Background: an optimization exercise with open tools, aiming at small area. Do not read the settings as production practice.
RTL that was checked went through simulation tests only; none was proved equivalent to the original.
Power figures rest on the tool's default switching activity, not on a simulated workload.

Setup of middle:
// img_inv_stream_ctrl
module img_inv_stream_ctrl
#(
   parameter int FRAME_BYTES = FRAME_BYTES_DEF,
   parameter int ADDR_W      = 8,
   parameter int CNT_W       = 12
) (
   input  logic             clock,
   input  logic             reset_rtl,
   input  logic [7:0]       i_rx_data,
   input  logic             i_rx_data_valid,
   input  logic             i_invert_en,
   output logic [7:0]       o_tx_data,
   output logic             o_tx_data_valid,
   input  logic             i_tx_done,
   output logic             o_busy,
   output logic             o_frame_done,
   output logic             o_overrun,
   output logic [CNT_W-1:0] o_frame_count,
   output logic [2:0]       o_dbg_state
);
Size: roughly 1800 cells after synthesis, about 1300 flip-flops, roughly 31000 um2 of cells after synthesis.
==> module img_frame_buf, before the edit <==
module img_frame_buf
#(
   parameter int LANES = 8,
   parameter int RINGS = 20,
   parameter int LW    = 3
) (
   input  logic          clock,
   input  logic          we,
   input  logic [LW-1:0] wcell,
   input  logic [7:0]    wdata,
   input  logic          shift,
   input  logic [LW-1:0] rcell,
   output logic [7:0]    rdata
);
   logic [7:0] ring [0:RINGS-1][0:LANES-1];
   always_ff @(posedge clock) begin
      for (int i = 0; i < LANES; i++) begin
         if (we && wcell == LW'(i)) ring[0][i] <= wdata;
         else                       ring[0][i] <= ring[0][(i+LANES-1)%LANES];
      end
      for (int j = 1; j < RINGS; j++) begin
         ring[j][0] <= shift ? ring[j-1][LANES-1] : ring[j][LANES-1];
         for (int i = 1; i < LANES; i++) ring[j][i] <= ring[j][i-1];
      end
   end
   assign rdata = ring[RINGS-1][rcell];
endmodule
==> module img_inv_stream_ctrl, before the edit <==
module img_inv_stream_ctrl
#(
   parameter int FRAME_BYTES = FRAME_BYTES_DEF,
   parameter int ADDR_W      = 8,
   parameter int CNT_W       = 12
) (
   input  logic             clock,
   input  logic             reset_rtl,
   input  logic [7:0]       i_rx_data,
   input  logic             i_rx_data_valid,
   input  logic             i_invert_en,
   output logic [7:0]       o_tx_data,
   output logic             o_tx_data_valid,
   input  logic             i_tx_done,
   output logic             o_busy,
   output logic             o_frame_done,
   output logic             o_overrun,
   output logic [CNT_W-1:0] o_frame_count,
   output logic [2:0]       o_dbg_state
);
   localparam int LANES = 8;
   localparam int LW    = 3;    
   localparam int RINGS = (FRAME_BYTES + LANES - 1) / LANES;
   localparam int FINAL = LANES * (RINGS - 1);
   localparam logic [ADDR_W-1:0] LAST = ADDR_W'(FRAME_BYTES - 1);
   img_inv_pkg::state_t state, state_next;
   logic [ADDR_W-1:0] cnt;
   logic              inv_q;
   logic [7:0]        rdata;
   logic [LW-1:0]     pos;
   logic [LANES-1:0]  pend;
   logic              idle, we, rd, adv, mark, last;
   assign idle  = (state == IDLE);
   assign we    = (idle || state == RX_FILL) && i_rx_data_valid;
   assign rd    = (state == TX_SEND);
   assign last  = (cnt == LAST);
   assign adv   = we || (state == TX_WAIT && i_tx_done);
   assign mark  = (we && (idle || int'(cnt) < FINAL)) || rd;
   img_frame_buf #(.LANES(LANES), .RINGS(RINGS), .LW(LW)) u_buf (
      .clock (clock),
      .we    (we),
      .wcell (pos),
      .wdata (i_rx_data),
      .shift (pend[LANES-1]),
      .rcell (pos - LW'(1)),
      .rdata (rdata)
   );
   assign o_busy       = !idle;
   assign o_dbg_state  = state;
   assign o_frame_done = (state == DONE);
   always_comb begin
      state_next = state;
      case (state)
         IDLE:    if (i_rx_data_valid) state_next = RX_FILL;
         RX_FILL: if (i_rx_data_valid && last) state_next = TX_LOAD;
         TX_LOAD: state_next = TX_SEND;
         TX_SEND: state_next = TX_WAIT;
         TX_WAIT: if (i_tx_done) state_next = last ? DONE : TX_LOAD;
         default: state_next = IDLE;
      endcase
   end
   always_ff @(posedge clock) begin
      if (idle) begin
         cnt   <= ADDR_W'(1);
         inv_q <= i_invert_en;
      end else if (state == RX_FILL && i_rx_data_valid) begin
         cnt <= last ? '0 : cnt + ADDR_W'(1);
      end else if (state == TX_WAIT && i_tx_done) begin
         cnt <= cnt + ADDR_W'(1);
      end
   end
   always_ff @(posedge clock) begin
      if (reset_rtl) begin
         pos  <= '0;
         pend <= '0;
      end else begin
         if (state == RX_FILL && i_rx_data_valid && last) pos <= pos + LW'(FRAME_BYTES);
         else if (!adv)                                    pos <= pos + LW'(1);
         for (int i = 0; i < LANES; i++)
            pend[i] <= (mark && pos == LW'(i)) || (i > 0 && pend[(i+LANES-1)%LANES]);
      end
   end
   always_ff @(posedge clock) begin
      if (reset_rtl) begin
         state           <= IDLE;
         o_tx_data       <= '0;
         o_tx_data_valid <= 1'b0;
         o_overrun       <= 1'b0;
         o_frame_count   <= '0;
      end else begin
         state           <= state_next;
         o_tx_data_valid <= rd;
         if (rd) o_tx_data <= inv_q ? ~rdata : rdata;
         if (state == TX_WAIT && i_tx_done && last) o_frame_count <= o_frame_count + CNT_W'(1);
         if (i_rx_data_valid && !idle && state != RX_FILL) o_overrun <= 1'b1;
      end
   end
endmodule
clock: 5.0 ns
lec_check: 0
cap_margin: 20
core_margin: 2
core_utilization: 40
cts_buf_list: sky130_fd_sc_hd__clkbuf_8
cts_cluster_diameter: 60
cts_cluster_size: 20
slew_margin: 20
standard.sh (not shown) runs the stock make flow with config.mk's settings and CLKGATE_MAP_FILE= SYNTH_SCRIPT=/design/flow/synth_recipe.tcl, a recipe that flattens the netlist after the stock synthesis.
==> flow/flow/run.sh <==
#!/bin/bash
# Layout flow: the standard ORFS flow (standard.sh, standard synthesis
# unchanged) with two changes:
#  - ports are buffered with the smallest buffer (buf_1) instead of the
#    default choice;
#  - clock tree: clkbuf_8 sink buffers, clusters of at most 20 sinks, and no
#    dummy loads.
# ORFS writes each step's full log under orfs/logs/; make's own output goes
# to standard.log in the work folder.
set -euo pipefail
export BUFFER_PORTS_ARGS="-buffer_cell sky130_fd_sc_hd__buf_1"
export CTS_ARGS="-sink_clustering_enable -repair_clock_nets -dont_use_dummy_load -buf_list sky130_fd_sc_hd__clkbuf_8 -sink_clustering_size 20 -sink_clustering_max_diameter 60"
bash standard.sh > standard.log 2>&1
Here is what was changed in the inputs of east compared with middle.
-- flow/design.v --
<<< middle, line 24
   input  logic [7:0]    wdata,
   input  logic          shift,
   input  logic [LW-1:0] rcell,
   output logic [7:0]    rdata
>>> east, line 24
   input  logic [7:0]    wdata,
   input  logic          shift,
   input  logic          hold,
   input  logic [LW-1:0] rcell,
   output logic [7:0]    rdata
<<< middle, line 31
      for (int i = 0; i < LANES; i++) begin
         if (we && wcell == LW'(i)) ring[0][i] <= wdata;
         else                       ring[0][i] <= ring[0][(i+LANES-1)%LANES];
      end
      for (int j = 1; j < RINGS; j++) begin
         ring[j][0] <= shift ? ring[j-1][LANES-1] : ring[j][LANES-1];
         for (int i = 1; i < LANES; i++) ring[j][i] <= ring[j][i-1];
      end
   end
   assign rdata = ring[RINGS-1][rcell];
endmodule
import img_inv_pkg::*;
>>> east, line 32
      for (int i = 0; i < LANES; i++) begin
         if (we && wcell == LW'(i)) ring[0][i] <= wdata;
         else if (i == 0)           ring[0][i] <= ~ring[0][LANES-1];
         else                       ring[0][i] <= ring[0][i-1];
      end
      for (int j = 1; j < RINGS; j++) begin
         ring[j][0] <= ~(({8{hold}} | ring[j-1][LANES-1]) & ({8{shift}} | ring[j][LANES-1]));
         for (int i = 1; i < LANES; i++) ring[j][i] <= ring[j][i-1];
      end
   end
   always_comb begin
      rdata = '0;
      for (int i = 0; i < LANES; i++)
         rdata = rdata | (ring[RINGS-1][i] & {8{rcell == LW'(i)}});
   end
endmodule
import img_inv_pkg::*;
<<< middle, line 72
   logic [LW-1:0]     pos;
   logic [LANES-1:0]  pend;
   logic              idle, we, rd, adv, mark, last;
   assign idle  = (state == IDLE);
   assign we    = (idle || state == RX_FILL) && i_rx_data_valid;
>>> east, line 78
   logic [LW-1:0]     pos;
   logic [LANES-1:0]  pend;
   logic              hold;       
   logic              idle, we, rd, adv, mark, last;
   logic [CNT_W-1:0]  frames_q;   
   logic [3:0]        tcnt;
   logic              pinv, rinv;
   assign idle  = (state == IDLE);
   assign we    = (idle || state == RX_FILL) && i_rx_data_valid;
<<< middle, line 79
   assign adv   = we || (state == TX_WAIT && i_tx_done);
   assign mark  = (we && (idle || int'(cnt) < FINAL)) || rd;
   img_frame_buf #(.LANES(LANES), .RINGS(RINGS), .LW(LW)) u_buf (
      .clock (clock),
      .we    (we),
      .wcell (pos),
      .wdata (i_rx_data),
      .shift (pend[LANES-1]),
      .rcell (pos - LW'(1)),
      .rdata (rdata)
>>> east, line 89
   assign adv   = we || (state == TX_WAIT && i_tx_done);
   assign mark  = (we && (idle || int'(cnt) < FINAL)) || rd;
   assign pinv  = tcnt[3] ^ (tcnt[2:0] < pos);
   assign rinv  = pinv ^ (pos == '0);
   img_frame_buf #(.LANES(LANES), .RINGS(RINGS), .LW(LW)) u_buf (
      .clock (clock),
      .we    (we),
      .wcell (pos),
      .wdata (i_rx_data ^ {8{pinv}}),
      .shift (pend[LANES-1]),
      .hold  (hold),
      .rcell (pos - LW'(1)),
      .rdata (rdata)
<<< middle, line 91
   assign o_dbg_state  = state;
   assign o_frame_done = (state == DONE);
   always_comb begin
      state_next = state;
>>> east, line 104
   assign o_dbg_state  = state;
   assign o_frame_done = (state == DONE);
   assign o_frame_count = frames_q + CNT_W'(o_frame_done);
   always_comb begin
      state_next = state;
<<< middle, line 116
         pos  <= '0;
         pend <= '0;
      end else begin
         if (state == RX_FILL && i_rx_data_valid && last) pos <= pos + LW'(FRAME_BYTES);
         else if (!adv)                                    pos <= pos + LW'(1);
>>> east, line 130
         pos  <= '0;
         pend <= '0;
         hold <= 1'b1;
         tcnt <= '0;
      end else begin
         tcnt <= tcnt + 4'd1;
         hold <= !((mark && pos == LW'(LANES-1)) || pend[LANES-2]);
         if (state == RX_FILL && i_rx_data_valid && last) pos <= pos + LW'(FRAME_BYTES);
         else if (!adv)                                    pos <= pos + LW'(1);
<<< middle, line 129
         o_tx_data_valid <= 1'b0;
         o_overrun       <= 1'b0;
         o_frame_count   <= '0;
      end else begin
         state           <= state_next;
         o_tx_data_valid <= rd;
         if (rd) o_tx_data <= inv_q ? ~rdata : rdata;
         if (state == TX_WAIT && i_tx_done && last) o_frame_count <= o_frame_count + CNT_W'(1);
         if (i_rx_data_valid && !idle && state != RX_FILL) o_overrun <= 1'b1;
      end
>>> east, line 147
         o_tx_data_valid <= 1'b0;
         o_overrun       <= 1'b0;
         frames_q        <= '0;
      end else begin
         state           <= state_next;
         o_tx_data_valid <= rd;
         if (rd) o_tx_data <= (inv_q ^ rinv) ? ~rdata : rdata;
         frames_q        <= o_frame_count;
         if (i_rx_data_valid && !idle && state != RX_FILL) o_overrun <= 1'b1;
      end
### Flow results
east against middle: number of I/O pins level, die boundary width moved down, minimum clock period moved up, total length of routed wires moved down, first-pass GRT wire length moved down. Against middle as the reference, east delivers a lower inverter count of the layout excluding clock inverters. Synthesis left east with more flip-flops than middle. Taking middle as the reference, in east final area down about 3%, global-route usage down 0.22 points, starting density of the core up 0.22 points, routed metal-1 wirelength down 4.3%. Higher power share of the clock group among east and middle: middle.
No functional check of the RTL was part of east.

[separate check: timing with driven ports]
In the flow no input, the clock included, has a driving cell. The finished layouts below were timed again as built, in two steps.
Step 1: set_driving_cell puts a clkbuf_16 on clock and a buf_2 on each other input, an assumption about the parent block.
Step 2 times the ports against the registers' clock, not the clock port: input delays grow and output delays shrink by t, the midpoint of the rising clock arrivals with the driver on.
Slacks: ideal ports / drivers / drivers and shift; pairs: ideal ports / drivers.
run | t (ns) | setup WS [ns] | worst data-port slew with drivers (ns) | pins driven straight from the clock port
middle | 0.704 | 1.935 / 1.878 / 1.994 | 0.12 | 1
east | 0.707 | 1.081 / 1.026 / 1.733 | 0.06 | 1
After both steps every run listed still meets setup and hold.
